Source: an optimization exercise on an open RTL-to-GDS flow (aim: small area, a short achievable clock period and few clock cycles per item). Production flows keep margins and buffers that such runs may drop.
No functional check of the RTL was part of any run shown here.

==> flow/design.v (outline; a module is shown in full before it is edited, if it fits) <==
// module bdte_epoch: 233 lines
// module bdte_ctrl: 20 lines
// module bdte_datapath: 253 lines
// module broken_down_time_to_epoch: 49 lines
module broken_down_time_to_epoch (
  input  logic               clk_i,
  input  logic               rst_ni,
  input  logic               start,
  output logic               busy,
  input  logic signed [10:0] second_in_i,
  input  logic signed [10:0] minute_in_i,
  input  logic signed [10:0] hour_in_i,
  input  logic signed [10:0] day_in_i,
  input  logic signed [7:0]  month_in_i,
  input  logic        [7:0]  year_in_i,
  output logic               done_o,
  output logic        [5:0]  second_out_o,
  output logic        [5:0]  minute_out_o,
  output logic        [4:0]  hour_out_o,
  output logic        [4:0]  day_out_o,
  output logic        [3:0]  month_out_o,
  output logic signed [9:0]  year_out_o,
  output logic        [8:0]  day_of_year_o,
  output logic signed [33:0] epoch_seconds_o
);
  // ...
==> flow/flow/run.sh <==
#!/bin/bash
# The standard layout, with the port buffers made from sky130_fd_sc_hd__buf_2
# cells instead of the default delay buffers. make's output goes to
# flow_make.log in the work folder; each ORFS step keeps its own log under
# orfs/logs.
set -euo pipefail
export BUFFER_PORTS_ARGS="-buffer_cell sky130_fd_sc_hd__buf_2"
bash standard.sh > flow_make.log 2>&1
==> flow/standard.sh <==
#!/bin/bash
# synth_recipe.tcl (not shown) runs the flow's synth.tcl, then flattens the netlist and writes it again
# the make line also repeats each setting of config.mk as NAME=value (left out here)
make -C /OpenROAD-flow-scripts/flow DESIGN_CONFIG=/design/flow/config.mk WORK_HOME=/design/flow/orfs CLKGATE_MAP_FILE= SYNTH_SCRIPT=/design/flow/synth_recipe.tcl "${@:-finish}"
==> flow/config.mk <==
export PLATFORM = sky130hd
export DESIGN_NAME = broken_down_time_to_epoch
export DESIGN_NICKNAME = broken_down_time_to_epoch
export VERILOG_FILES = /design/flow/design.v
export SDC_FILE = /design/flow/constraint.sdc
export NUM_CORES = 4
export LEC_CHECK = 0
export CAP_MARGIN = 20
export CORE_MARGIN = 2
export CORE_UTILIZATION = 40
export SLEW_MARGIN = 20
==> flow/constraint.sdc <==
create_clock -name core_clock -period 9.0 [get_ports {clk_i}]
set_input_delay 1.8000 -clock core_clock [delete_from_list [all_inputs] [get_ports {clk_i}]]
set_output_delay 1.8000 -clock core_clock [all_outputs]
set_load 0.01 [all_outputs]
==> metrics.md, run 1 <==
| Metric | Value |
|---|---|
| Area taken by multi-input logic gates | `12200 sq um` |
| Synth cell types | `88` |
| Port buffer count | `143` |
| WP data arrival | `6.56 ns` |
| CTS tree | `done` |
| Fin crit period | `8.36 ns` |
| Initial antenna violation count | `0` |
| H-tree depth | `2` |
| Most frequent cells in the layout | `255 x inv_1, 189 x ha_1, 173 x a21oi_1` |
| Commonest non-fill, non-tap cell in the layout | `inv_1` |
| Flops & latches, synth | `41` |
| Syn Nets | `2275` |
| Worst-margin pin slew | `0.903 ns` |
| First drt pass iteration count | `6` |
| Setup bufs post-CTS | `0` |
| CP max stage delay | `0.49 ns` |
| Final Instance Count excl. Fillers | `2490` |
| CORE AREA | `36300 sq um` |
| Via-to-Cell Ratio | `5.54` |
| DP HPWL | `32.7 mm` |
| Clk slew on worst S/H paths | `0.06 ns` |
| Multi-input combinational area share | `75.9%` |
| Run status | `finished clean` |
| Yosys warns | `4` |
==> run 2: changes to the inputs <==
--- a/flow/config.mk
+++ b/flow/config.mk
@@ -6,4 +6,5 @@
 export NUM_CORES = 4
 export LEC_CHECK = 0
+export ABC_AREA = 1
 export CAP_MARGIN = 20
 export CORE_MARGIN = 2
==> run 2 against run 1 <==
Largest cell class unchanged. First-iteration DRC count decreased by 9.1%. Hold slack worse by 0.014 ns. Flip-flop and latch count stayed put. Critical path depth increased by 4. Design area up 2.7%. Register-to-register slack improved by 0.06 ns. Still clean. Sequential share of layout area is 0.20 points lower.
==> metrics.md, run 2 <==
| Metric | Value |
|---|---|
| Run status | `finished clean (unchanged)` |
| Setup crit start kind | `flop (unchanged)` |
| Setup Skew | `0.00396 ns (was 0.00421 ns)` |
| Hold Fails Final Rpt | `0 (unchanged)` |
| Grt ovf | `0 (unchanged)` |
| Starting Density | `40.4% (was 40.3%)` |
| Global placer's final weighted congestion | `0.891 (was 0.918)` |
| EDFF count, synth | `40 (unchanged)` |
| Clk slew on worst S/H paths | `0.06 ns (about the same)` |
| Num rows | `71 (was 70)` |
| Initial antenna violation count | `0 (unchanged)` |
| Flops & latches, synth | `41 (unchanged)` |
| Root buffer cell | `clkbuf_16 (unchanged)` |
| Syn_area_per_cell | `6.61 sq um (was 7.66 sq um)` |
| Worst Setup End Kind | `primary output (unchanged)` |
| Final wirelength | `40.9 mm (was 39.6 mm)` |
| Critical Path Start | `u_datapath.j0_q[1] (unchanged)` |
| Wire length per cell after detailed routing | `14.0 microns (was 15.9 microns)` |
| Total GRT Usage | `20.5% (was 20.3%)` |
| H-tree depth | `2 (unchanged)` |
| Clk buf depth | `2 (unchanged)` |
| RSZ-0062 raised after global routing | `no` |
| Design Area, Final | `16500 sq um (was 16100 sq um)` |
| P&R area growth vs syn | `8.90% (was 9.89%)` |
| Setup-failing EPs final | `0 (unchanged)` |
| Mapped Cells | `2299 (was 1915)` |
| Synth area leaders | `ha_1 16%, fa_1 14%, nand2_1 12% (was ha_1 16%, fa_1 15%, edfxtp_1 8.2%)` |
| WP data arrival | `6.49 ns (was 6.56 ns)` |
| Top cell by count, worst path | `inv_1 (was ha_1)` |
| First drt pass iteration count | `6 (unchanged)` |
| CTS tree | `done (unchanged)` |
| Hold path depth | `1 (unchanged)` |
| Fin crit share | `92.2% (was 92.8%)` |
| Drt drc | `0 (unchanged)` |
| Largest registers | `u_datapath.du_q (12), u_datapath.a_q (7) (unchanged)` |
| Skew-Pair Late Insertion Delay | `0.29 ns (about the same)` |
| Async SR Flop Fraction | `2.44% (unchanged)` |
| Share of the synthesized area in the top cell type | `15.6% (was 16.1%)` |
| Slew HR | `51.8% (was 38.9%)` |
| DR iter-0 viols | `839 (was 923)` |
| DP HPWL | `35.0 mm (was 32.7 mm)` |
| Final net count | `2767 (was 2381)` |
| Worst Hold Class | `flop to flop (unchanged)` |
| Critical path buffers and inverters | `10 (was 4)` |
| Hold path startpoint | `u_ctrl.busy_q (unchanged)` |
| Fillers | `3917 (was 3720)` |
| Reg with most FFs | `u_datapath.du_q (unchanged)` |
| Die area | `39600 sq um (was 38200 sq um)` |
| Most frequent cells in the layout | `480 x nand2_1, 425 x inv_1, 189 x ha_1 (was 255 x inv_1, 189 x ha_1, 173 x a21oi_1)` |
| Count leader, synth | `nand2_1 (was inv_1)` |
| Share of cells above drive strength 1 | `8.89% (was 11.2%)` |
| Synth cell types | `59 (was 88)` |
| Sequential-to-total area share from yosys stat | `8.07% (was 8.36%)` |
| R2R depth | `2 (unchanged)` |
| TNS Setup | `0 ns (unchanged)` |
| Largest net degree at the start of global routing | `42 (unchanged)` |
| Levels on crit path | `35 (was 31)` |
| Max reg flops | `12 (unchanged)` |
| CORE AREA | `37600 sq um (was 36300 sq um)` |
| Routed vias | `15000 (was 13800)` |
| Peak Freq | `121 MHz (was 120 MHz)` |
| Area leader, netlist | `ha_1 (unchanged)` |
| Chip height | `199 microns (was 195 microns)` |
| CP required | `7.20 ns (about the same)` |
| Slew Viols, Final | `0 (unchanged)` |
| Worst r2r src | `u_ctrl.busy_q (unchanged)` |
| Antenna diodes | `0 (unchanged)` |
| Post-DRT Antenna Nets | `0 (unchanged)` |
| Post-CTS Resized | `0 (unchanged)` |
| Die W | `199 microns (was 195 microns)` |
| Synth top cells by count | `480 x nand2_1, 425 x inv_1, 189 x ha_1 (was 256 x inv_1, 189 x ha_1, 174 x a21oi_1)` |
| Num CTS Buffers | `5 (unchanged)` |
| CP max stage cell | `edfxtp_1 (unchanged)` |
| Kind of critical path | `flop to primary output (unchanged)` |
| CP max stage delay | `0.53 ns (was 0.49 ns)` |
| Worst-path fanout max | `26 (was 8)` |
| # Max-Cap Violations | `0 (unchanged)` |
| Worst-margin pin slew | `0.721 ns (was 0.903 ns)` |
| Family with the most delay on the worst path | `simple AND/OR/NAND/NOR gates (unchanged)` |
| Placed instance area | `16300 sq um (was 15800 sq um)` |
| Setup bufs post-CTS | `0 (unchanged)` |
| Fin crit period | `8.29 ns (was 8.36 ns)` |
| Commonest non-fill, non-tap cell in the layout | `nand2_1 (was inv_1)` |
| First-pass GRT wire length | `67.5 mm (was 65.4 mm)` |
| Syn Nets | `2659 (was 2275)` |
| Post-CTS Hold Buffers | `0 (unchanged)` |
| Total clock sinks | `41 (unchanged)` |
| Port buffer count | `143 (unchanged)` |
| Synth Cell Area | `15200 sq um (was 14700 sq um)` |
| Via-to-Cell Ratio | `5.12 (was 5.54)` |
| Ports | `144 (unchanged)` |
| Most used DFF post-synth | `edfxtp_1 (unchanged)` |
| Vias in the first global route | `14200 (was 13100)` |
| Yosys warns | `4 (unchanged)` |
run 2: path summary, 6_finish.rpt:
| path | slack, ns | end |
|---|---|---|
| min in group asynchronous | 1.28 | u_ctrl.busy_q |
| worst max-delay path | 0.71 | day_out_o[4] |
| max in group asynchronous | 7.64 | u_ctrl.busy_q |
| worst min-delay path | 0.56 | u_ctrl.busy_q |
| worst max register to register | 7.70 | u_datapath.a_q[0] |
| worst min register to register | 0.56 | u_ctrl.busy_q |
run 2: kinds of logic (layout without fill, tap and decap cells):
kind of cell             after synthesis  in the layout  synth area share [%]
buffers and inverters                485            594                  12.4
AO/OA/AOI/OAI                        435            435                  16.3
AND/OR/NAND/NOR                      904            904                  25.4
flip-flops                            41             41                  8.07
XOR/XNOR                             136            136                  7.89
multiplexers                           1              1                0.0741
adder cells (fa/ha/maj)              297            297                  29.8
run 2: layer usage:
layer	global-route usage [%]	wire length (microns)	up-vias
met1	26.6	18900	6903
met5	0	0	-
met2	36.4	19500	324
met3	0.916	1300	60
li1	-	-	7663
met4	6.99	1150	0
run 2: final cells by class:
| class | count | area, sq um | share of cell area, % |
|---|---|---|---|
| Clock inverter | 3 | 43.8 | 0.265 |
| Sequential cell | 41 | 1230 | 7.41 |
| Tap cell | 511 | 639 | 3.86 |
| Inverter | 438 | 1640 | 9.93 |
| Timing Repair Buffer | 148 | 766 | 4.63 |
| Multi-Input combinational cell | 1773 | 12100 | 73.1 |
| Clock buffer | 5 | 125 | 0.756 |
run 2: per-stage QoR:
step                util (%)  std cells  hold slack [ns]  worst slack [ns]
detailed placement      43.5       2910            0.718             0.928
floorplan                  -       2299             1.11              2.10
global placement        43.5       2910            0.706              1.10
CTS                     44.0       2918            0.726             0.599
finish                  44.0       2919            0.557             0.705
global route            44.0       2919            0.585            0.0881
==> module bdte_datapath, before the edit <==
module bdte_datapath (
  input  logic               clk_i,
  input  logic               load_i,
  input  logic signed [10:0] second_in_i,
  input  logic signed [10:0] minute_in_i,
  input  logic signed [10:0] hour_in_i,
  input  logic signed [10:0] day_in_i,
  input  logic signed [7:0]  month_in_i,
  input  logic        [7:0]  year_in_i,
  output logic        [5:0]  second_out_o,
  output logic        [5:0]  minute_out_o,
  output logic        [4:0]  hour_out_o,
  output logic        [4:0]  day_out_o,
  output logic        [3:0]  month_out_o,
  output logic signed [9:0]  year_out_o,
  output logic        [8:0]  day_of_year_o,
  output logic signed [33:0] epoch_seconds_o
);
  logic signed [4:0] hs;
  logic signed [7:0] vs;
  logic signed [2:0] ks;
  logic        [5:0] sec_n;
  assign hs = second_in_i[10:6];
  assign vs = $signed({2'b00, second_in_i[5:0]}) + $signed({hs[4], hs, 2'b00});
  always_comb begin
    if      (vs >= 8'sd120) ks = 3'sd2;
    else if (vs >= 8'sd60)  ks = 3'sd1;
    else if (vs >= 8'sd0)   ks = 3'sd0;
    else if (vs >= -8'sd60) ks = -3'sd1;
    else                    ks = -3'sd2;
  end
  assign sec_n = {4'(vs[5:2] + {ks[2], ks}), vs[1:0]};
  logic signed [4:0] hm;
  logic signed [8:0] bm;
  logic signed [2:0] km;
  logic signed [2:0] km_c [5];
  logic        [5:0] min_n;
  assign hm = minute_in_i[10:6];
  assign bm = $signed({3'b000, minute_in_i[5:0]}) + $signed({hm[4], hm[4], hm, 2'b00})
            + $signed({{4{hs[4]}}, hs});
  for (genvar i = 0; i < 5; i++) begin : g_km
    localparam int K = i - 2;
    always_comb begin
      if      (bm >= 9'sd120 - 9'(K)) km_c[i] = 3'sd2;
      else if (bm >= 9'sd60 - 9'(K))  km_c[i] = 3'sd1;
      else if (bm >= 9'sd0 - 9'(K))   km_c[i] = 3'sd0;
      else if (bm >= -9'sd60 - 9'(K)) km_c[i] = -3'sd1;
      else                            km_c[i] = -3'sd2;
    end
  end
  always_comb begin
    case (ks)
      -3'sd2:  km = km_c[0];
      -3'sd1:  km = km_c[1];
      3'sd0:   km = km_c[2];
      3'sd1:   km = km_c[3];
      default: km = km_c[4];
    endcase
  end
  logic [5:0] bks;
  always_comb begin
    case (ks)
      -3'sd2:  bks = bm[5:0] - 6'd2;
      -3'sd1:  bks = bm[5:0] - 6'd1;
      3'sd0:   bks = bm[5:0];
      3'sd1:   bks = bm[5:0] + 6'd1;
      default: bks = bm[5:0] + 6'd2;
    endcase
  end
  assign min_n = {4'(bks[5:2] + {km[2], km}), bks[1:0]};
  logic signed [6:0] qh;           
  logic        [1:0] mh;
  logic        [4:0] rh;
  assign {qh, mh} = bdte_pkg::bdte_divmod3_8(hour_in_i[10:3]);
  assign rh = {mh, hour_in_i[2:0]};
  logic signed [6:0] bu;
  logic signed [1:0] c3;
  logic signed [1:0] c3_c [5];
  logic        [4:0] hour_n;
  assign bu = $signed({2'b00, rh}) + $signed({{2{hm[4]}}, hm});
  for (genvar i = 0; i < 5; i++) begin : g_c3
    localparam int K = i - 2;
    always_comb begin
      if      (bu < 7'sd0 - 7'(K))   c3_c[i] = -2'sd1;
      else if (bu >= 7'sd24 - 7'(K)) c3_c[i] = 2'sd1;
      else                           c3_c[i] = 2'sd0;
    end
  end
  always_comb begin
    case (km)
      -3'sd2:  c3 = c3_c[0];
      -3'sd1:  c3 = c3_c[1];
      3'sd0:   c3 = c3_c[2];
      3'sd1:   c3 = c3_c[3];
      default: c3 = c3_c[4];
    endcase
  end
  logic [4:0] u5;
  always_comb begin
    case (km)
      -3'sd2:  u5 = bu[4:0] - 5'd2;
      -3'sd1:  u5 = bu[4:0] - 5'd1;
      3'sd0:   u5 = bu[4:0];
      3'sd1:   u5 = bu[4:0] + 5'd1;
      default: u5 = bu[4:0] + 5'd2;
    endcase
  end
  assign hour_n = {2'(u5[4:3] + c3), u5[2:0]};
  logic [4:0]  t;
  logic [3:0]  mo;
  logic [8:0]  ya;
  logic [6:0]  a;
  logic [1:0]  yb;
  assign {t, mo} = bdte_pkg::bdte_month_split(month_in_i);
  assign ya = {1'b0, year_in_i} + {4'd0, t};
  assign a  = ya[8:2];
  assign yb = year_in_i[1:0] + t[1:0];
  logic [11:0] dq0, dqm, dqp, kday, du_0, du_m, du_p, du;
  assign dq0  = 12'(13'(day_in_i) + 13'(qh) + 13'd1095);
  assign dqm  = 12'(13'(day_in_i) + 13'(qh) + 13'd1094);
  assign dqp  = 12'(13'(day_in_i) + 13'(qh) + 13'd1096);
  assign kday = {1'b0, bdte_pkg::bdte_kday(yb, mo)};
  assign du_0 = dq0 + kday;
  assign du_m = dqm + kday;
  assign du_p = dqp + kday;
  always_comb begin
    case (c3)
      2'sd1:   du = du_p;
      -2'sd1:  du = du_m;
      default: du = du_0;
    endcase
  end
  logic [3:0] j0;
  always_comb begin
    j0 = 4'd0;
    if (du_0 >= 12'd365)  j0 = 4'd1;
    if (du_0 >= 12'd730)  j0 = 4'd2;
    if (du_0 >= 12'd1096) j0 = 4'd3;
    if (du_0 >= 12'd1461) j0 = 4'd4;
    if (du_0 >= 12'd1826) j0 = 4'd5;
    if (du_0 >= 12'd2191) j0 = 4'd6;
    if (du_0 >= 12'd2557) j0 = 4'd7;
    if (du_0 >= 12'd2922) j0 = 4'd8;
    if (du_0 >= 12'd3287) j0 = 4'd9;
  end
  logic [5:0]         sec_q, min_q;
  logic [4:0]         hour_q;
  logic        [11:0] du_q;
  logic [6:0]         a_q;
  logic [3:0]         j0_q;
  always_ff @(posedge clk_i) begin
    if (load_i) begin
      sec_q  <= sec_n;
      min_q  <= min_n;
      hour_q <= hour_n;
      du_q   <= du;
      a_q    <= a;
      j0_q   <= j0;
    end
  end
  logic [8:0] ys0;                 
  always_comb begin
    case (j0_q)
      4'd1:    ys0 = 9'(12'd365);
      4'd2:    ys0 = 9'(12'd730);
      4'd3:    ys0 = 9'(12'd1096);
      4'd4:    ys0 = 9'(12'd1461);
      4'd5:    ys0 = 9'(12'd1826);
      4'd6:    ys0 = 9'(12'd2191);
      4'd7:    ys0 = 9'(12'd2557);
      4'd8:    ys0 = 9'(12'd2922);
      4'd9:    ys0 = 9'(12'd3287);
      default: ys0 = 9'd0;
    endcase
  end
  logic [8:0] t0;                  
  logic       long0, longm, under, over;
  assign t0    = du_q[8:0] - ys0;
  assign long0 = (j0_q == 4'd2) || (j0_q == 4'd6);
  assign longm = (j0_q == 4'd3) || (j0_q == 4'd7);
  assign under = (t0 == 9'd511);
  assign over  = long0 ? (t0 == 9'd366) : (t0 == 9'd365);
  logic [3:0] j;
  logic [8:0] doy;                 
  always_comb begin
    if (under) begin
      j   = j0_q - 4'd1;
      doy = longm ? 9'd365 : 9'd364;
    end else if (over) begin
      j   = j0_q + 4'd1;
      doy = 9'd0;
    end else begin
      j   = j0_q;
      doy = t0;
    end
  end
  logic [3:0] mp;
  logic [8:0] mstart;
  always_comb begin
    if      (doy >= 9'd337) begin mp = 4'd11; mstart = 9'd337; end
    else if (doy >= 9'd306) begin mp = 4'd10; mstart = 9'd306; end
    else if (doy >= 9'd275) begin mp = 4'd9;  mstart = 9'd275; end
    else if (doy >= 9'd245) begin mp = 4'd8;  mstart = 9'd245; end
    else if (doy >= 9'd214) begin mp = 4'd7;  mstart = 9'd214; end
    else if (doy >= 9'd184) begin mp = 4'd6;  mstart = 9'd184; end
    else if (doy >= 9'd153) begin mp = 4'd5;  mstart = 9'd153; end
    else if (doy >= 9'd122) begin mp = 4'd4;  mstart = 9'd122; end
    else if (doy >= 9'd92)  begin mp = 4'd3;  mstart = 9'd92;  end
    else if (doy >= 9'd61)  begin mp = 4'd2;  mstart = 9'd61;  end
    else if (doy >= 9'd31)  begin mp = 4'd1;  mstart = 9'd31;  end
    else                    begin mp = 4'd0;  mstart = 9'd0;   end
  end
  logic jf;                        
  assign jf = (mp >= 4'd10);
  assign day_out_o     = doy[4:0] - mstart[4:0] + 5'd1;
  logic [9:0] yk0, yk1, yk2, yk3, ynf, yjf;
  assign yk0 = {1'b0, a_q, 2'b00} + {6'd0, j0_q} - 10'd24;
  assign yk1 = {1'b0, a_q, 2'b00} + {6'd0, j0_q} - 10'd23;
  assign yk2 = {1'b0, a_q, 2'b00} + {6'd0, j0_q} - 10'd22;
  assign yk3 = {1'b0, a_q, 2'b00} + {6'd0, j0_q} - 10'd21;
  assign ynf = under ? yk0 : over ? yk2 : yk1;
  assign yjf = under ? yk1 : over ? yk3 : yk2;
  assign year_out_o = $signed(jf ? yjf : ynf);
  assign month_out_o   = jf ? (mp - 4'd10) : (mp + 4'd2);
  assign day_of_year_o = jf ? (doy - 9'd306)
                            : (doy + 9'd59 + {8'd0, ((j == 4'd3) || (j == 4'd7))});
  logic [9:0] ge_j;
  assign ge_j[0] = (du_q >= 12'd306);
  assign ge_j[3] = (du_q >= 12'd1402);
  assign ge_j[4] = (du_q >= 12'd1767);
  assign ge_j[7] = (du_q >= 12'd2863);
  assign ge_j[8] = (du_q >= 12'd3228);
  assign {ge_j[9], ge_j[6:5], ge_j[2:1]} = '0;
  logic y1, before69, corr;
  assign y1       = !ge_j[0] || (ge_j[3] && !ge_j[4]) || (ge_j[7] && !ge_j[8]);
  assign before69 = (a_q < 7'd21) || ((a_q == 7'd21) && !ge_j[7])
                 || ((a_q == 7'd22) && !ge_j[3]);
  assign corr     = before69 && !y1;
  logic [33:0] epoch;
  bdte_epoch u_epoch (
    .a_i     (a_q),
    .du_i    (du_q),
    .corr_i  (corr),
    .hour_i  (hour_q),
    .min_i   (min_q),
    .sec_i   (sec_q),
    .epoch_o (epoch)
  );
  assign epoch_seconds_o = $signed(epoch);
  assign second_out_o = sec_q;
  assign minute_out_o = min_q;
  assign hour_out_o   = hour_q;
endmodule
==> run 3: changes to the inputs <==
--- a/flow/design.v
+++ b/flow/design.v
@@ -900,5 +900,5 @@
     else                    ks = -3'sd2;
   end
-  assign sec_n = {4'(vs[5:2] + {ks[2], ks}), vs[1:0]};
+  assign sec_n = 6'(vs[5:0] + {ks[2], ks[2], ks, 1'b0} + {ks[2], ks[2], ks, 1'b0});
   logic signed [4:0] hm;
   logic signed [8:0] bm;
@@ -928,15 +928,5 @@
     endcase
   end
-  logic [5:0] bks;
-  always_comb begin
-    case (ks)
-      -3'sd2:  bks = bm[5:0] - 6'd2;
-      -3'sd1:  bks = bm[5:0] - 6'd1;
-      3'sd0:   bks = bm[5:0];
-      3'sd1:   bks = bm[5:0] + 6'd1;
-      default: bks = bm[5:0] + 6'd2;
-    endcase
-  end
-  assign min_n = {4'(bks[5:2] + {km[2], km}), bks[1:0]};
+  assign min_n = 6'(bm[5:0] + {{3{ks[2]}}, ks} + {km[2], km, 2'b00});
   logic signed [6:0] qh;           
   logic        [1:0] mh;
@@ -966,15 +956,5 @@
     endcase
   end
-  logic [4:0] u5;
-  always_comb begin
-    case (km)
-      -3'sd2:  u5 = bu[4:0] - 5'd2;
-      -3'sd1:  u5 = bu[4:0] - 5'd1;
-      3'sd0:   u5 = bu[4:0];
-      3'sd1:   u5 = bu[4:0] + 5'd1;
-      default: u5 = bu[4:0] + 5'd2;
-    endcase
-  end
-  assign hour_n = {2'(u5[4:3] + c3), u5[2:0]};
+  assign hour_n = 5'(bu[4:0] + {{2{km[2]}}, km} + {c3, 3'b000});
   logic [4:0]  t;
   logic [3:0]  mo;
@@ -986,31 +966,25 @@
   assign a  = ya[8:2];
   assign yb = year_in_i[1:0] + t[1:0];
-  logic [11:0] dq0, dqm, dqp, kday, du_0, du_m, du_p, du;
-  assign dq0  = 12'(13'(day_in_i) + 13'(qh) + 13'd1095);
-  assign dqm  = 12'(13'(day_in_i) + 13'(qh) + 13'd1094);
-  assign dqp  = 12'(13'(day_in_i) + 13'(qh) + 13'd1096);
-  assign kday = {1'b0, bdte_pkg::bdte_kday(yb, mo)};
-  assign du_0 = dq0 + kday;
-  assign du_m = dqm + kday;
-  assign du_p = dqp + kday;
+  logic [11:0] dsum, du;
+  assign dsum = 12'(13'(day_in_i) + 13'(qh) + 13'd1095 + {2'b00, bdte_pkg::bdte_kday(yb, mo)});
   always_comb begin
     case (c3)
-      2'sd1:   du = du_p;
-      -2'sd1:  du = du_m;
-      default: du = du_0;
+      2'sd1:   du = dsum + 12'd1;
+      -2'sd1:  du = dsum - 12'd1;
+      default: du = dsum;
     endcase
   end
   logic [3:0] j0;
   always_comb begin
-    j0 = 4'd0;
-    if (du_0 >= 12'd365)  j0 = 4'd1;
-    if (du_0 >= 12'd730)  j0 = 4'd2;
-    if (du_0 >= 12'd1096) j0 = 4'd3;
-    if (du_0 >= 12'd1461) j0 = 4'd4;
-    if (du_0 >= 12'd1826) j0 = 4'd5;
-    if (du_0 >= 12'd2191) j0 = 4'd6;
-    if (du_0 >= 12'd2557) j0 = 4'd7;
-    if (du_0 >= 12'd2922) j0 = 4'd8;
-    if (du_0 >= 12'd3287) j0 = 4'd9;
+    if      (dsum >= 12'd3287) j0 = 4'd9;
+    else if (dsum >= 12'd2922) j0 = 4'd8;
+    else if (dsum >= 12'd2557) j0 = 4'd7;
+    else if (dsum >= 12'd2191) j0 = 4'd6;
+    else if (dsum >= 12'd1826) j0 = 4'd5;
+    else if (dsum >= 12'd1461) j0 = 4'd4;
+    else if (dsum >= 12'd1096) j0 = 4'd3;
+    else if (dsum >= 12'd730)  j0 = 4'd2;
+    else if (dsum >= 12'd365)  j0 = 4'd1;
+    else                       j0 = 4'd0;
   end
   logic [5:0]         sec_q, min_q;
@@ -1045,54 +1019,66 @@
   end
   logic [8:0] t0;                  
-  logic       long0, longm, under, over;
+  logic       long0, longm, leap0, under, over;
   assign t0    = du_q[8:0] - ys0;
   assign long0 = (j0_q == 4'd2) || (j0_q == 4'd6);
   assign longm = (j0_q == 4'd3) || (j0_q == 4'd7);
+  assign leap0 = longm;            
   assign under = (t0 == 9'd511);
   assign over  = long0 ? (t0 == 9'd366) : (t0 == 9'd365);
-  logic [3:0] j;
-  logic [8:0] doy;                 
+  logic [11:0] ge_m, sel;
+  assign ge_m[0]  = 1'b1;
+  assign ge_m[1]  = (t0 >= 9'd31);
+  assign ge_m[2]  = (t0 >= 9'd61);
+  assign ge_m[3]  = (t0 >= 9'd92);
+  assign ge_m[4]  = (t0 >= 9'd122);
+  assign ge_m[5]  = (t0 >= 9'd153);
+  assign ge_m[6]  = (t0 >= 9'd184);
+  assign ge_m[7]  = (t0 >= 9'd214);
+  assign ge_m[8]  = (t0 >= 9'd245);
+  assign ge_m[9]  = (t0 >= 9'd275);
+  assign ge_m[10] = (t0 >= 9'd306);
+  assign ge_m[11] = (t0 >= 9'd337);
+  assign sel = ge_m & ~{1'b0, ge_m[11:1]};
+  logic [4:0] day_s;
+  logic [3:0] mon_s;
+  always_comb begin
+    day_s = '0;
+    unique case (1'b1)
+      sel[0]: day_s = t0[4:0] + 5'd1;
+      sel[1]: day_s = t0[4:0] + 5'd2;
+      sel[2]: day_s = t0[4:0] + 5'd4;
+      sel[3]: day_s = t0[4:0] + 5'd5;
+      sel[4]: day_s = t0[4:0] + 5'd7;
+      sel[5]: day_s = t0[4:0] + 5'd8;
+      sel[6]: day_s = t0[4:0] + 5'd9;
+      sel[7]: day_s = t0[4:0] + 5'd11;
+      sel[8]: day_s = t0[4:0] + 5'd12;
+      sel[9]: day_s = t0[4:0] + 5'd14;
+      sel[10]: day_s = t0[4:0] + 5'd15;
+      sel[11]: day_s = t0[4:0] + 5'd16;
+      default: day_s = '0;
+    endcase
+  end
   always_comb begin
-    if (under) begin
-      j   = j0_q - 4'd1;
-      doy = longm ? 9'd365 : 9'd364;
-    end else if (over) begin
-      j   = j0_q + 4'd1;
-      doy = 9'd0;
-    end else begin
-      j   = j0_q;
-      doy = t0;
+    mon_s = '0;
+    for (int k = 0; k < 12; k++) begin
+      if (sel[k]) mon_s = mon_s | 4'((k + 2) % 12);
     end
   end
-  logic [3:0] mp;
-  logic [8:0] mstart;
-  always_comb begin
-    if      (doy >= 9'd337) begin mp = 4'd11; mstart = 9'd337; end
-    else if (doy >= 9'd306) begin mp = 4'd10; mstart = 9'd306; end
-    else if (doy >= 9'd275) begin mp = 4'd9;  mstart = 9'd275; end
-    else if (doy >= 9'd245) begin mp = 4'd8;  mstart = 9'd245; end
-    else if (doy >= 9'd214) begin mp = 4'd7;  mstart = 9'd214; end
-    else if (doy >= 9'd184) begin mp = 4'd6;  mstart = 9'd184; end
-    else if (doy >= 9'd153) begin mp = 4'd5;  mstart = 9'd153; end
-    else if (doy >= 9'd122) begin mp = 4'd4;  mstart = 9'd122; end
-    else if (doy >= 9'd92)  begin mp = 4'd3;  mstart = 9'd92;  end
-    else if (doy >= 9'd61)  begin mp = 4'd2;  mstart = 9'd61;  end
-    else if (doy >= 9'd31)  begin mp = 4'd1;  mstart = 9'd31;  end
-    else                    begin mp = 4'd0;  mstart = 9'd0;   end
-  end
-  logic jf;                        
-  assign jf = (mp >= 4'd10);
-  assign day_out_o     = doy[4:0] - mstart[4:0] + 5'd1;
-  logic [9:0] yk0, yk1, yk2, yk3, ynf, yjf;
-  assign yk0 = {1'b0, a_q, 2'b00} + {6'd0, j0_q} - 10'd24;
-  assign yk1 = {1'b0, a_q, 2'b00} + {6'd0, j0_q} - 10'd23;
-  assign yk2 = {1'b0, a_q, 2'b00} + {6'd0, j0_q} - 10'd22;
-  assign yk3 = {1'b0, a_q, 2'b00} + {6'd0, j0_q} - 10'd21;
-  assign ynf = under ? yk0 : over ? yk2 : yk1;
-  assign yjf = under ? yk1 : over ? yk3 : yk2;
-  assign year_out_o = $signed(jf ? yjf : ynf);
-  assign month_out_o   = jf ? (mp - 4'd10) : (mp + 4'd2);
-  assign day_of_year_o = jf ? (doy - 9'd306)
-                            : (doy + 9'd59 + {8'd0, ((j == 4'd3) || (j == 4'd7))});
+  logic       jf;                  
+  logic [8:0] yday_s;
+  assign jf     = ge_m[10];
+  assign yday_s = jf ? (t0 - 9'd306) : (t0 + 9'd59 + {8'd0, leap0});
+  assign day_out_o     = under ? (longm ? 5'd29 : 5'd28) : over ? 5'd1 : day_s;
+  assign month_out_o   = under ? 4'd1 : over ? 4'd2 : mon_s;
+  assign day_of_year_o = under ? (longm ? 9'd59 : 9'd58) : over ? (9'd59 + {8'd0, long0}) : yday_s;
+  logic [9:0] ybase, ybase_p;
+  logic [1:0] yinc;
+  logic [2:0] ylo;
+  assign ybase   = {1'b0, a_q, 2'b00} + {6'd0, j0_q} - 10'd24;
+  assign ybase_p = {ybase[9:2] + 8'd1, 2'b00};
+  assign yinc    = under ? 2'd1 : over ? 2'd2 : {jf, ~jf};
+  assign ylo     = {1'b0, ybase[1:0]} + {1'b0, yinc};
+  assign year_out_o = $signed(ylo[2] ? {ybase_p[9:2], ylo[1:0]} : {ybase[9:2], ylo[1:0]});
   logic [9:0] ge_j;
   assign ge_j[0] = (du_q >= 12'd306);
--- a/flow/config.mk
+++ b/flow/config.mk
@@ -6,5 +6,4 @@
 export NUM_CORES = 4
 export LEC_CHECK = 0
-export ABC_AREA = 1
 export CAP_MARGIN = 20
 export CORE_MARGIN = 2
==> run 3 against run 2 <==
Global-route usage down 0.70 points. Clock skew down 0.0019 ns. Register-to-register slack worse by 0.04 ns. Flip-flop and latch count stayed put. Critical path depth fell by 4. Hold slack better by 0.017 ns. Area after synthesis shrank 8.7%. Highest routed layer unchanged.
==> metrics.md, run 3 <==
| Metric | Value |
|---|---|
| Run status | `finished clean (unchanged)` |
| Die W | `190 microns (was 199 microns)` |
| Syn_area_per_cell | `8.01 sq um (was 6.61 sq um)` |
| Yosys warns | `4 (unchanged)` |
| Chip height | `190 microns (was 199 microns)` |
| Skew-Pair Late Insertion Delay | `0.28 ns (was 0.29 ns)` |
| Most frequent cells in the layout | `254 x inv_1, 185 x ha_1, 143 x buf_2 (was 480 x nand2_1, 425 x inv_1, 189 x ha_1)` |
| Family with the most delay on the worst path | `adder cells (was simple AND/OR/NAND/NOR gates)` |
| Worst-margin pin slew | `1.08 ns (was 0.721 ns)` |
| Post-DRT Antenna Nets | `0 (unchanged)` |
| CP max stage delay | `0.53 ns (about the same)` |
| Ports | `144 (unchanged)` |
| Global placer's final weighted congestion | `0.944 (was 0.891)` |
| Total GRT Usage | `19.8% (was 20.5%)` |
| Final Util | `44.6% (was 44.0%)` |
| TNS Setup | `0 ns (unchanged)` |
| Drt drc | `0 (unchanged)` |
| WP data arrival | `8.47 ns (was 6.49 ns)` |
| Worst Setup End Kind | `flop (was primary output)` |
| Commonest non-fill, non-tap cell in the layout | `inv_1 (was nand2_1)` |
| Synth top cells by count | `254 x inv_1, 185 x ha_1, 128 x nand2_1 (was 480 x nand2_1, 425 x inv_1, 189 x ha_1)` |
| Die area | `36200 sq um (was 39600 sq um)` |
| Syn Nets | `2100 (was 2659)` |
| CORE AREA | `34400 sq um (was 37600 sq um)` |
| Largest family of logic cells by synthesized area | `adder cells (unchanged)` |
| Mux cell area share after synthesis | `1.87% (was 0.0741%)` |
| Share of cells above drive strength 1 | `12.5% (was 8.89%)` |
| Final wirelength | `36.1 mm (was 40.9 mm)` |
| EDFF count, synth | `40 (unchanged)` |
| CP max stage cell | `fa_1 (was edfxtp_1)` |
| Total clock sinks | `41 (unchanged)` |
| Clk slew on worst S/H paths | `0.06 ns (about the same)` |
| Peak Freq | `119 MHz (was 121 MHz)` |
| Count leader, synth | `inv_1 (was nand2_1)` |
| Final setup margin | `0.566 ns (was 0.705 ns)` |
| Synth area leaders | `fa_1 17%, ha_1 17%, edfxtp_1 8.7% (was ha_1 16%, fa_1 14%, nand2_1 12%)` |
| Share of the synthesized area in the top cell type | `17.3% (was 15.6%)` |
| Vias in the first global route | `12000 (was 14200)` |
| Adder-Cell Fraction of Synth Area | `34.0% (was 29.8%)` |
| Setup Skew | `0.00201 ns (was 0.00396 ns)` |
| Port buffer count | `143 (unchanged)` |
| Flops & latches, synth | `41 (unchanged)` |
| Synth Area in Simple Gates | `16.0% (was 25.4%)` |
| Synth cell types | `100 (was 59)` |
| CP required | `9.03 ns (was 7.20 ns)` |
| Area leader, netlist | `fa_1 (was ha_1)` |
| Slew HR | `26.2% (was 51.8%)` |
| Fin Hold WS | `0.574 ns (was 0.557 ns)` |
| Placed instance area | `15100 sq um (was 16300 sq um)` |
| Kind of critical path | `input pin to flop (was flop to primary output)` |
| P&R area growth vs syn | `10.5% (was 8.90%)` |
| # Max-Cap Violations | `0 (unchanged)` |
| Starting Density | `40.4% (about the same)` |
| CTS tree | `done (unchanged)` |
| Hold Fails Final Rpt | `0 (unchanged)` |
| Reg with most FFs | `u_datapath.du_q (unchanged)` |
| Antenna diodes | `0 (unchanged)` |
| Synth Area in Compound Gates | `23.1% (was 16.3%)` |
| H-tree depth | `2 (unchanged)` |
| Max reg flops | `12 (unchanged)` |
| Design Area, Final | `15300 sq um (was 16500 sq um)` |
| Async SR Flop Fraction | `2.44% (unchanged)` |
| Largest net degree at the start of global routing | `42 (unchanged)` |
| Fin crit period | `8.43 ns (was 8.29 ns)` |
| Post-CTS Hold Buffers | `0 (unchanged)` |
| RSZ-0062 raised after global routing | `no (unchanged)` |
| Wire length per cell after detailed routing | `15.6 microns (was 14.0 microns)` |
| Critical path buffers and inverters | `6 (was 10)` |
| Initial antenna violation count | `0 (unchanged)` |
| Mapped Cells | `1732 (was 2299)` |
| Sequential-to-total area share from yosys stat | `8.84% (was 8.07%)` |
| Slew Viols, Final | `0 (unchanged)` |
| DP HPWL | `30.1 mm (was 35.0 mm)` |
| Fillers | `3517 (was 3917)` |
| Area taken by multi-input logic gates | `11400 sq um (was 12100 sq um)` |
| Worst Hold Class | `flop to flop (unchanged)` |
| Seq. cell area | `1230 sq um (unchanged)` |
| Largest registers | `u_datapath.du_q (12), u_datapath.a_q (7) (unchanged)` |
| First drt pass iteration count | `7 (was 6)` |
| Final net count | `2226 (was 2767)` |
| Setup crit start kind | `input pin (was flop)` |
| First-pass GRT wire length | `59.9 mm (was 67.5 mm)` |
| Via-to-Cell Ratio | `5.47 (was 5.12)` |
| Setup-failing EPs final | `0 (unchanged)` |
| Post-Place Worst Slack | `0.311 ns (was 0.928 ns)` |
| Xor-xnor portion of the synthesized cell area | `7.20% (was 7.89%)` |
| Num rows | `68 (was 71)` |
| Num CTS Buffers | `5 (unchanged)` |
| DR iter-0 viols | `976 (was 839)` |
| Most used DFF post-synth | `edfxtp_1 (unchanged)` |
| Clk buf depth | `2 (unchanged)` |
| Synth Cell Area | `13900 sq um (was 15200 sq um)` |
| Routed vias | `12700 (was 15000)` |
| Grt ovf | `0 (unchanged)` |
| Fin crit share | `93.7% (was 92.2%)` |
| Worst-path fanout max | `19 (was 26)` |
| Root buffer cell | `clkbuf_16 (unchanged)` |
run 3: cell count changes in the layout (fill, tap and decap cells not counted), moves of 18 or more:
cell      previous run  this run
nor2_1             180       125
nand2_1            480       128
xor2_1              93        30
inv_1              425       254
buf_4                4        27
xnor2_1             42        83
nand3_1            133        33
a21o_1               5        36
nand2b_1             0        24
nand4_1             35        10
o21ai_0            168       101
nor2b_1              0        18
run 3: final cells by class:
class	instances	share of cell area [%]
inverter	261	6.42
clock inverter	3	0.302
clock buffer	5	0.816
timing repair buffer	171	6.17
tap	455	3.71
multi-input combinational	1378	74.6
sequential	41	8.00
run 3: worst paths after layout:
kind                          startpoint             endpoint  slack [ns]  cells after the start
setup / recovery           month_in_i[7]  u_datapath.du_q[11]        0.57                     31
max in group asynchronous         rst_ni        u_ctrl.busy_q        7.64                      1
hold reg to reg            u_ctrl.busy_q        u_ctrl.busy_q        0.57                      1
hold / removal             u_ctrl.busy_q        u_ctrl.busy_q        0.57                      1
min in group asynchronous         rst_ni        u_ctrl.busy_q        1.28                      1
setup reg to reg           u_ctrl.busy_q   u_datapath.du_q[7]        7.66                      2
run 3: logic make-up (layout without fill, tap and decap cells):
family                     after synthesis  in the layout
buffers and inverters                  313            440
AOI/OAI and AO/OA                      482            482
adders and majority gates              305            305
DFF                                     41             41
xor gates and xnor gates               114            114
and+or+nand+nor                        453            453
muxes                                   24             24
run 3: through the flow:
stage          cells
6_report        2314
5_1_grt         2314
4_1_cts         2313
3_5_place_dp    2305
3_3_place_gp    2305
2_1_floorplan   1732
run 3: timing repair:
item / in CTS / in global routing
setup buffers: 0 / 0
resized for setup: 0 / 4
setup endpoints to repair: 0 / 1
run 3: worst register-to-register path: stages, from the launching register on:
cell	delay, ns
dfrtp_1	0.41
nor2b_4	0.39
buf_16	0.24
run 3: per-layer routing:
layer / vias up / wire length (microns) / GRT usage [%]
met1: 5929 / 17500 / 28.1
li1: 6350 / - / -
met3: 30 / 1450 / 0.920
met5: - / 0 / 0
met2: 347 / 16700 / 33.8
met4: 0 / 470 / 3.61
==> run 4: changes to the inputs <==
--- a/flow/design.v
+++ b/flow/design.v
@@ -281,74 +281,146 @@
     bdte_month_split = r;
   endfunction
-  function automatic logic [10:0] bdte_kday(input logic [1:0] yb, input logic [3:0] mo);
-    logic [10:0] r;
-    case ({yb, mo})
-      6'd0: r = 11'd306;
-      6'd1: r = 11'd337;
-      6'd2: r = 11'd0;
-      6'd3: r = 11'd31;
-      6'd4: r = 11'd61;
-      6'd5: r = 11'd92;
-      6'd6: r = 11'd122;
-      6'd7: r = 11'd153;
-      6'd8: r = 11'd184;
-      6'd9: r = 11'd214;
-      6'd10: r = 11'd245;
-      6'd11: r = 11'd275;
-      6'd12: r = 11'd0;
-      6'd13: r = 11'd0;
-      6'd14: r = 11'd0;
-      6'd15: r = 11'd0;
-      6'd16: r = 11'd671;
-      6'd17: r = 11'd702;
-      6'd18: r = 11'd365;
-      6'd19: r = 11'd396;
-      6'd20: r = 11'd426;
-      6'd21: r = 11'd457;
-      6'd22: r = 11'd487;
-      6'd23: r = 11'd518;
-      6'd24: r = 11'd549;
-      6'd25: r = 11'd579;
-      6'd26: r = 11'd610;
-      6'd27: r = 11'd640;
-      6'd28: r = 11'd0;
-      6'd29: r = 11'd0;
-      6'd30: r = 11'd0;
-      6'd31: r = 11'd0;
-      6'd32: r = 11'd1036;
-      6'd33: r = 11'd1067;
-      6'd34: r = 11'd730;
-      6'd35: r = 11'd761;
-      6'd36: r = 11'd791;
-      6'd37: r = 11'd822;
-      6'd38: r = 11'd852;
-      6'd39: r = 11'd883;
-      6'd40: r = 11'd914;
-      6'd41: r = 11'd944;
-      6'd42: r = 11'd975;
-      6'd43: r = 11'd1005;
-      6'd44: r = 11'd0;
-      6'd45: r = 11'd0;
-      6'd46: r = 11'd0;
-      6'd47: r = 11'd0;
-      6'd48: r = 11'd1401;
-      6'd49: r = 11'd1432;
-      6'd50: r = 11'd1095;
-      6'd51: r = 11'd1126;
-      6'd52: r = 11'd1156;
-      6'd53: r = 11'd1187;
-      6'd54: r = 11'd1217;
-      6'd55: r = 11'd1248;
-      6'd56: r = 11'd1279;
-      6'd57: r = 11'd1309;
-      6'd58: r = 11'd1340;
-      6'd59: r = 11'd1370;
-      6'd60: r = 11'd0;
-      6'd61: r = 11'd0;
-      6'd62: r = 11'd0;
-      6'd63: r = 11'd0;
+  function automatic logic [10:0] bdte_kday(input logic [1:0] p, input logic [1:0] r,
+                                            input logic [1:0] m2);
+    logic [10:0] k;
+    case ({p, r, m2})
+      6'd0: k = 11'd1401;
+      6'd1: k = 11'd1432;
+      6'd2: k = 11'd0;
+      6'd3: k = 11'd31;
+      6'd4: k = 11'd61;
+      6'd5: k = 11'd92;
+      6'd6: k = 11'd122;
+      6'd7: k = 11'd153;
+      6'd8: k = 11'd184;
+      6'd9: k = 11'd214;
+      6'd10: k = 11'd245;
+      6'd11: k = 11'd275;
+      6'd12: k = 11'd0;
+      6'd13: k = 11'd0;
+      6'd14: k = 11'd0;
+      6'd15: k = 11'd0;
+      6'd16: k = 11'd306;
+      6'd17: k = 11'd337;
+      6'd18: k = 11'd365;
+      6'd19: k = 11'd396;
+      6'd20: k = 11'd426;
+      6'd21: k = 11'd457;
+      6'd22: k = 11'd487;
+      6'd23: k = 11'd518;
+      6'd24: k = 11'd549;
+      6'd25: k = 11'd579;
+      6'd26: k = 11'd610;
+      6'd27: k = 11'd640;
+      6'd28: k = 11'd0;
+      6'd29: k = 11'd0;
+      6'd30: k = 11'd0;
+      6'd31: k = 11'd0;
+      6'd32: k = 11'd671;
+      6'd33: k = 11'd702;
+      6'd34: k = 11'd730;
+      6'd35: k = 11'd761;
+      6'd36: k = 11'd791;
+      6'd37: k = 11'd822;
+      6'd38: k = 11'd852;
+      6'd39: k = 11'd883;
+      6'd40: k = 11'd914;
+      6'd41: k = 11'd944;
+      6'd42: k = 11'd975;
+      6'd43: k = 11'd1005;
+      6'd44: k = 11'd0;
+      6'd45: k = 11'd0;
+      6'd46: k = 11'd0;
+      6'd47: k = 11'd0;
+      6'd48: k = 11'd1036;
+      6'd49: k = 11'd1067;
+      6'd50: k = 11'd1095;
+      6'd51: k = 11'd1126;
+      6'd52: k = 11'd1156;
+      6'd53: k = 11'd1187;
+      6'd54: k = 11'd1217;
+      6'd55: k = 11'd1248;
+      6'd56: k = 11'd1279;
+      6'd57: k = 11'd1309;
+      6'd58: k = 11'd1340;
+      6'd59: k = 11'd1370;
+      6'd60: k = 11'd0;
+      6'd61: k = 11'd0;
+      6'd62: k = 11'd0;
+      6'd63: k = 11'd0;
+      default: k = '0;
+    endcase
+    bdte_kday = k;
+  endfunction
+  function automatic logic [6:0] bdte_divmod3_6(input logic [5:0] x);
+    logic [6:0] r;
+    case (x)
+      6'd0: r = {5'd0, 2'd0};
+      6'd1: r = {5'd0, 2'd1};
+      6'd2: r = {5'd0, 2'd2};
+      6'd3: r = {5'd1, 2'd0};
+      6'd4: r = {5'd1, 2'd1};
+      6'd5: r = {5'd1, 2'd2};
+      6'd6: r = {5'd2, 2'd0};
+      6'd7: r = {5'd2, 2'd1};
+      6'd8: r = {5'd2, 2'd2};
+      6'd9: r = {5'd3, 2'd0};
+      6'd10: r = {5'd3, 2'd1};
+      6'd11: r = {5'd3, 2'd2};
+      6'd12: r = {5'd4, 2'd0};
+      6'd13: r = {5'd4, 2'd1};
+      6'd14: r = {5'd4, 2'd2};
+      6'd15: r = {5'd5, 2'd0};
+      6'd16: r = {5'd5, 2'd1};
+      6'd17: r = {5'd5, 2'd2};
+      6'd18: r = {5'd6, 2'd0};
+      6'd19: r = {5'd6, 2'd1};
+      6'd20: r = {5'd6, 2'd2};
+      6'd21: r = {5'd7, 2'd0};
+      6'd22: r = {5'd7, 2'd1};
+      6'd23: r = {5'd7, 2'd2};
+      6'd24: r = {5'd8, 2'd0};
+      6'd25: r = {5'd8, 2'd1};
+      6'd26: r = {5'd8, 2'd2};
+      6'd27: r = {5'd9, 2'd0};
+      6'd28: r = {5'd9, 2'd1};
+      6'd29: r = {5'd9, 2'd2};
+      6'd30: r = {5'd10, 2'd0};
+      6'd31: r = {5'd10, 2'd1};
+      6'd32: r = {5'd21, 2'd1};
+      6'd33: r = {5'd21, 2'd2};
+      6'd34: r = {5'd22, 2'd0};
+      6'd35: r = {5'd22, 2'd1};
+      6'd36: r = {5'd22, 2'd2};
+      6'd37: r = {5'd23, 2'd0};
+      6'd38: r = {5'd23, 2'd1};
+      6'd39: r = {5'd23, 2'd2};
+      6'd40: r = {5'd24, 2'd0};
+      6'd41: r = {5'd24, 2'd1};
+      6'd42: r = {5'd24, 2'd2};
+      6'd43: r = {5'd25, 2'd0};
+      6'd44: r = {5'd25, 2'd1};
+      6'd45: r = {5'd25, 2'd2};
+      6'd46: r = {5'd26, 2'd0};
+      6'd47: r = {5'd26, 2'd1};
+      6'd48: r = {5'd26, 2'd2};
+      6'd49: r = {5'd27, 2'd0};
+      6'd50: r = {5'd27, 2'd1};
+      6'd51: r = {5'd27, 2'd2};
+      6'd52: r = {5'd28, 2'd0};
+      6'd53: r = {5'd28, 2'd1};
+      6'd54: r = {5'd28, 2'd2};
+      6'd55: r = {5'd29, 2'd0};
+      6'd56: r = {5'd29, 2'd1};
+      6'd57: r = {5'd29, 2'd2};
+      6'd58: r = {5'd30, 2'd0};
+      6'd59: r = {5'd30, 2'd1};
+      6'd60: r = {5'd30, 2'd2};
+      6'd61: r = {5'd31, 2'd0};
+      6'd62: r = {5'd31, 2'd1};
+      6'd63: r = {5'd31, 2'd2};
       default: r = '0;
     endcase
-    bdte_kday = r;
+    bdte_divmod3_6 = r;
   endfunction
   function automatic logic [8:0] bdte_divmod3_8(input logic [7:0] x);
@@ -957,15 +1029,17 @@
   end
   assign hour_n = 5'(bu[4:0] + {{2{km[2]}}, km} + {c3, 3'b000});
-  logic [4:0]  t;
-  logic [3:0]  mo;
+  logic [4:0]  q3;
+  logic [1:0]  r3, m2, p;
+  logic        jfi;                
   logic [8:0]  ya;
   logic [6:0]  a;
-  logic [1:0]  yb;
-  assign {t, mo} = bdte_pkg::bdte_month_split(month_in_i);
-  assign ya = {1'b0, year_in_i} + {4'd0, t};
-  assign a  = ya[8:2];
-  assign yb = year_in_i[1:0] + t[1:0];
+  assign {q3, r3} = bdte_pkg::bdte_divmod3_6(month_in_i[7:2]);
+  assign m2  = month_in_i[1:0];
+  assign jfi = (r3 == 2'd0) && !m2[1];
+  assign ya  = 9'({1'b0, year_in_i} + 9'($signed(q3)) + 9'd20 - {8'd0, jfi});
+  assign a   = ya[8:2];
+  assign p   = year_in_i[1:0] + q3[1:0];
   logic [11:0] dsum, du;
-  assign dsum = 12'(13'(day_in_i) + 13'(qh) + 13'd1095 + {2'b00, bdte_pkg::bdte_kday(yb, mo)});
+  assign dsum = 12'(13'(day_in_i) + 13'(qh) + 13'd1095 + {2'b00, bdte_pkg::bdte_kday(p, r3, m2)});
   always_comb begin
     case (c3)
==> run 4 against run 3 <==
Worst setup slack better by 0.18 ns. Via count decreased by 1.3%. First-iteration DRC count down 11%. Final cell count down 0.30%. Largest cell class unchanged.
==> metrics.md, run 4 <==
| Metric | Value |
|---|---|
| Synth cell types | `90 (was 100)` |
| Max reg flops | `12 (unchanged)` |
| R2R depth | `2 (unchanged)` |
| CP required | `9.01 ns (was 9.03 ns)` |
| Antenna diodes | `0 (unchanged)` |
| Most frequent cells in the layout | `265 x inv_1, 198 x ha_1, 146 x a21oi_1 (was 254 x inv_1, 185 x ha_1, 143 x buf_2)` |
| Ports | `144 (unchanged)` |
| Synth top cells by count | `265 x inv_1, 198 x ha_1, 146 x a21oi_1 (was 254 x inv_1, 185 x ha_1, 128 x nand2_1)` |
| Final net count | `2235 (was 2226)` |
| Placed instance area | `15100 sq um (about the same)` |
| Worst-margin pin slew | `0.975 ns (was 1.08 ns)` |
| Fillers | `3494 (was 3517)` |
| Kind of critical path | `input pin to flop (unchanged)` |
| Setup-failing EPs final | `0 (unchanged)` |
| Fin crit period | `8.26 ns (was 8.43 ns)` |
| Final Instance Count excl. Fillers | `2307 (was 2314)` |
| Chip height | `190 microns (about the same)` |
| Largest net degree at the start of global routing | `42 (unchanged)` |
| Num CTS Buffers | `5 (unchanged)` |
| Global placer's final weighted congestion | `0.905 (was 0.944)` |
| Hold Fails Final Rpt | `0 (unchanged)` |
| Synth area leaders | `ha_1 18%, fa_1 18%, edfxtp_1 8.6% (was fa_1 17%, ha_1 17%, edfxtp_1 8.7%)` |
| Port buffer count | `143 (unchanged)` |
| Most used DFF post-synth | `edfxtp_1 (unchanged)` |
| Grt ovf | `0 (unchanged)` |
| Vias in the first global route | `11800 (was 12000)` |
| Largest registers | `u_datapath.du_q (12), u_datapath.a_q (7) (unchanged)` |
| Run status | `finished clean (unchanged)` |
| Setup crit start kind | `input pin (unchanged)` |
| CP max stage cell | `fa_1 (unchanged)` |
| Worst-path fanout max | `14 (was 19)` |
| Wire length per cell after detailed routing | `15.2 microns (was 15.6 microns)` |
| Count leader, synth | `inv_1 (unchanged)` |
| First drt pass iteration count | `5 (was 7)` |
| Hold Path Sink | `u_ctrl.busy_q (unchanged)` |
| Worst Setup End Kind | `flop (unchanged)` |
| Post-DRT Antenna Nets | `0 (unchanged)` |
| Num rows | `68 (unchanged)` |
| Die area | `36200 sq um (about the same)` |
| Worst r2r src | `u_ctrl.busy_q (unchanged)` |
| Sequential-to-total area share from yosys stat | `8.83% (was 8.84%)` |
| Die W | `190 microns (about the same)` |
| Syn Nets | `2115 (was 2100)` |
| Share of cells above drive strength 1 | `12.1% (was 12.5%)` |
| Routed vias | `12500 (was 12700)` |
| Commonest non-fill, non-tap cell in the layout | `inv_1 (unchanged)` |
| Drt drc | `0 (unchanged)` |
| # Max-Cap Violations | `0 (unchanged)` |
| Post-CTS Hold Buffers | `0 (unchanged)` |
| Worst R2R End | `u_datapath.du_q[5] (was u_datapath.du_q[7])` |
| Fin crit share | `91.7% (was 93.7%)` |
| TNS Setup | `0 ns (unchanged)` |
| Clk buf depth | `2 (unchanged)` |
| Slew Viols, Final | `0 (unchanged)` |
| Flops & latches, synth | `41 (unchanged)` |
| Syn_area_per_cell | `8.03 sq um (was 8.01 sq um)` |
| Skew-Pair Late Insertion Delay | `0.28 ns (about the same)` |
| CTS tree | `done (unchanged)` |
| P&R area growth vs syn | `10.1% (was 10.5%)` |
| CP max stage delay | `0.61 ns (was 0.53 ns)` |
| H-tree depth | `2 (unchanged)` |
| Via-to-Cell Ratio | `5.41 (was 5.47)` |
| Reg2reg setup slack | `7.69 ns (was 7.66 ns)` |
| Hold path depth | `1 (unchanged)` |
| Total GRT Usage | `19.1% (was 19.8%)` |
| WP data arrival | `8.26 ns (was 8.47 ns)` |
| Yosys warns | `4 (unchanged)` |
| First-pass GRT wire length | `58.1 mm (was 59.9 mm)` |
| Initial antenna violation count | `0 (unchanged)` |
| Setup Skew | `0.00325 ns (was 0.00201 ns)` |
| Async SR Flop Fraction | `2.44% (unchanged)` |
| Mapped Cells | `1731 (was 1732)` |
| Reg with most FFs | `u_datapath.du_q (unchanged)` |
| Starting Density | `40.4% (about the same)` |
| CORE AREA | `34400 sq um (unchanged)` |
| Synth Cell Area | `13900 sq um (about the same)` |
| RSZ-0062 raised after global routing | `no (unchanged)` |
| EDFF count, synth | `40 (unchanged)` |
| Root buffer cell | `clkbuf_16 (unchanged)` |
| Share of the synthesized area in the top cell type | `17.8% (was 17.3%)` |
| Placed cells | `2298 (was 2305)` |
| DR iter-0 viols | `869 (was 976)` |
| Slew HR | `33.3% (was 26.2%)` |
| Design Area, Final | `15300 sq um (about the same)` |
| Hold path startpoint | `u_ctrl.busy_q (unchanged)` |
| Worst Hold Class | `flop to flop (unchanged)` |
| Peak Freq | `121 MHz (was 119 MHz)` |
| DP HPWL | `29.5 mm (was 30.1 mm)` |
| Total clock sinks | `41 (unchanged)` |
| Clk slew on worst S/H paths | `0.06 ns (about the same)` |
| Final wirelength | `35.2 mm (was 36.1 mm)` |
| Area leader, netlist | `ha_1 (was fa_1)` |
-- run 4: cell types whose count changed after synthesis, moves of 7 or more --
cell     change
nor3_1      +11
mux2i_1      -7
a21oi_1     +21
o21ai_0     -16
a31oi_1      -8
inv_1       +11
nand2_1     -15
ha_1        +13
nor2_1       -8
nand3_1     +11
-- run 4: layout make-up --
type	instances	area (sq um)	share of cell area (%)
clock inverters	3	46.3	0.303
repair buffers	163	878	5.74
flip-flops and latches	41	1230	8.01
clock buffers	5	125	0.818
well taps	455	569	3.72
inverters	273	1020	6.70
multi-input cells	1367	11400	74.7
-- run 4: timing repair --
action | in CTS | in global routing
buffers inserted | 0 | 0
setup endpoints to repair | 0 | 1
endpoints found under the hold margin | 0 | 0
resized for setup | 0 | 1
-- run 4: cells by family (layout without fill, tap and decap cells) --
family / Yosys count / in the layout / synth area share [%]
XOR/XNOR: 114 / 114 / 7.30
adder cells (fa/ha/maj): 321 / 321 / 35.6
AO/OA/AOI/OAI: 469 / 469 / 22.5
buffers and inverters: 323 / 444 / 8.94
flip-flops: 41 / 41 / 8.83
multiplexers: 13 / 13 / 1.09
AND/OR/NAND/NOR: 450 / 450 / 15.8
-- run 4: stage by stage --
stage | hold slack (ns) | worst slack, ns | util [%]
6_report | 0.565 | 0.743 | 44.5
3_5_place_dp | 0.712 | 0.375 | 44.0
3_3_place_gp | 0.694 | 0.448 | 44.0
2_1_floorplan | 1.10 | 0.435 | -
4_1_cts | 0.720 | 0.644 | 44.5
5_1_grt | 0.606 | 0.0287 | 44.5
-- run 4: layer usage --
layer	global-route usage (%)	up-vias	wire [microns]
met5	0	-	0
met4	3.22	0	423
met3	0.755	31	1220
met2	32.7	304	16700
met1	27.3	5886	16900
li1	-	6268	-
-- run 4: worst max path at each step --
stage	endpoint	cells past startpoint	slack, ns	start
after floorplan	u_datapath.du_q[10]	28	0.44	month_in_i[4]
after global placement	u_datapath.du_q[11]	30	0.45	month_in_i[3]
after detailed placement	u_datapath.du_q[11]	29	0.38	month_in_i[3]
after CTS	u_datapath.du_q[11]	29	0.64	month_in_i[3]
after global routing	u_datapath.du_q[10]	33	0.03	hour_in_i[7]
final	u_datapath.du_q[11]	31	0.74	month_in_i[3]
-- run 4: worst max-delay path: cells and delay by family --
family | cells | cell delay (ns)
compound gates | 12 | 2.14
fa+ha+maj | 5 | 1.79
buf+inv | 6 | 1.11
xor+xnor | 3 | 0.59
mux | 1 | 0.47
simple gates | 4 | 0.35

## static timing again, ports no longer ideal
How much do the figures lean on ideal ports? The routed layouts below were timed once more, with nothing changed but the port constraints. Step 1: set_driving_cell puts a clkbuf_16 on clk_i and a buf_2 on each other input, an assumption about the parent block. Step 2, shift: input delay + t, output delay - t, t = (earliest + latest rising clock arrival at the registers) / 2. This alone moves slack from input paths to output paths. Three values: ideal ports, drivers, drivers and shift; two values: the first two.
run	shift t [ns]	setup WS [ns]	slew at the worst register clock pin (ns)	worst slew at a driven data input, ns
run 1	0.321	0.645 / 0.608 / 0.486	0.06 / 0.06	0.04
run 2	0.322	0.705 / 0.668 / 0.990	0.06 / 0.06	0.04
run 3	0.315	0.566 / 0.581 / 0.266	0.06 / 0.06	0.06
run 4	0.310	0.743 / 0.752 / 0.442	0.06 / 0.06	0.04
After both steps setup and hold are still met in every run listed. The setup slack of run 4, which loses most, moves by +0.009 ns with the drivers and by -0.301 ns with both steps.
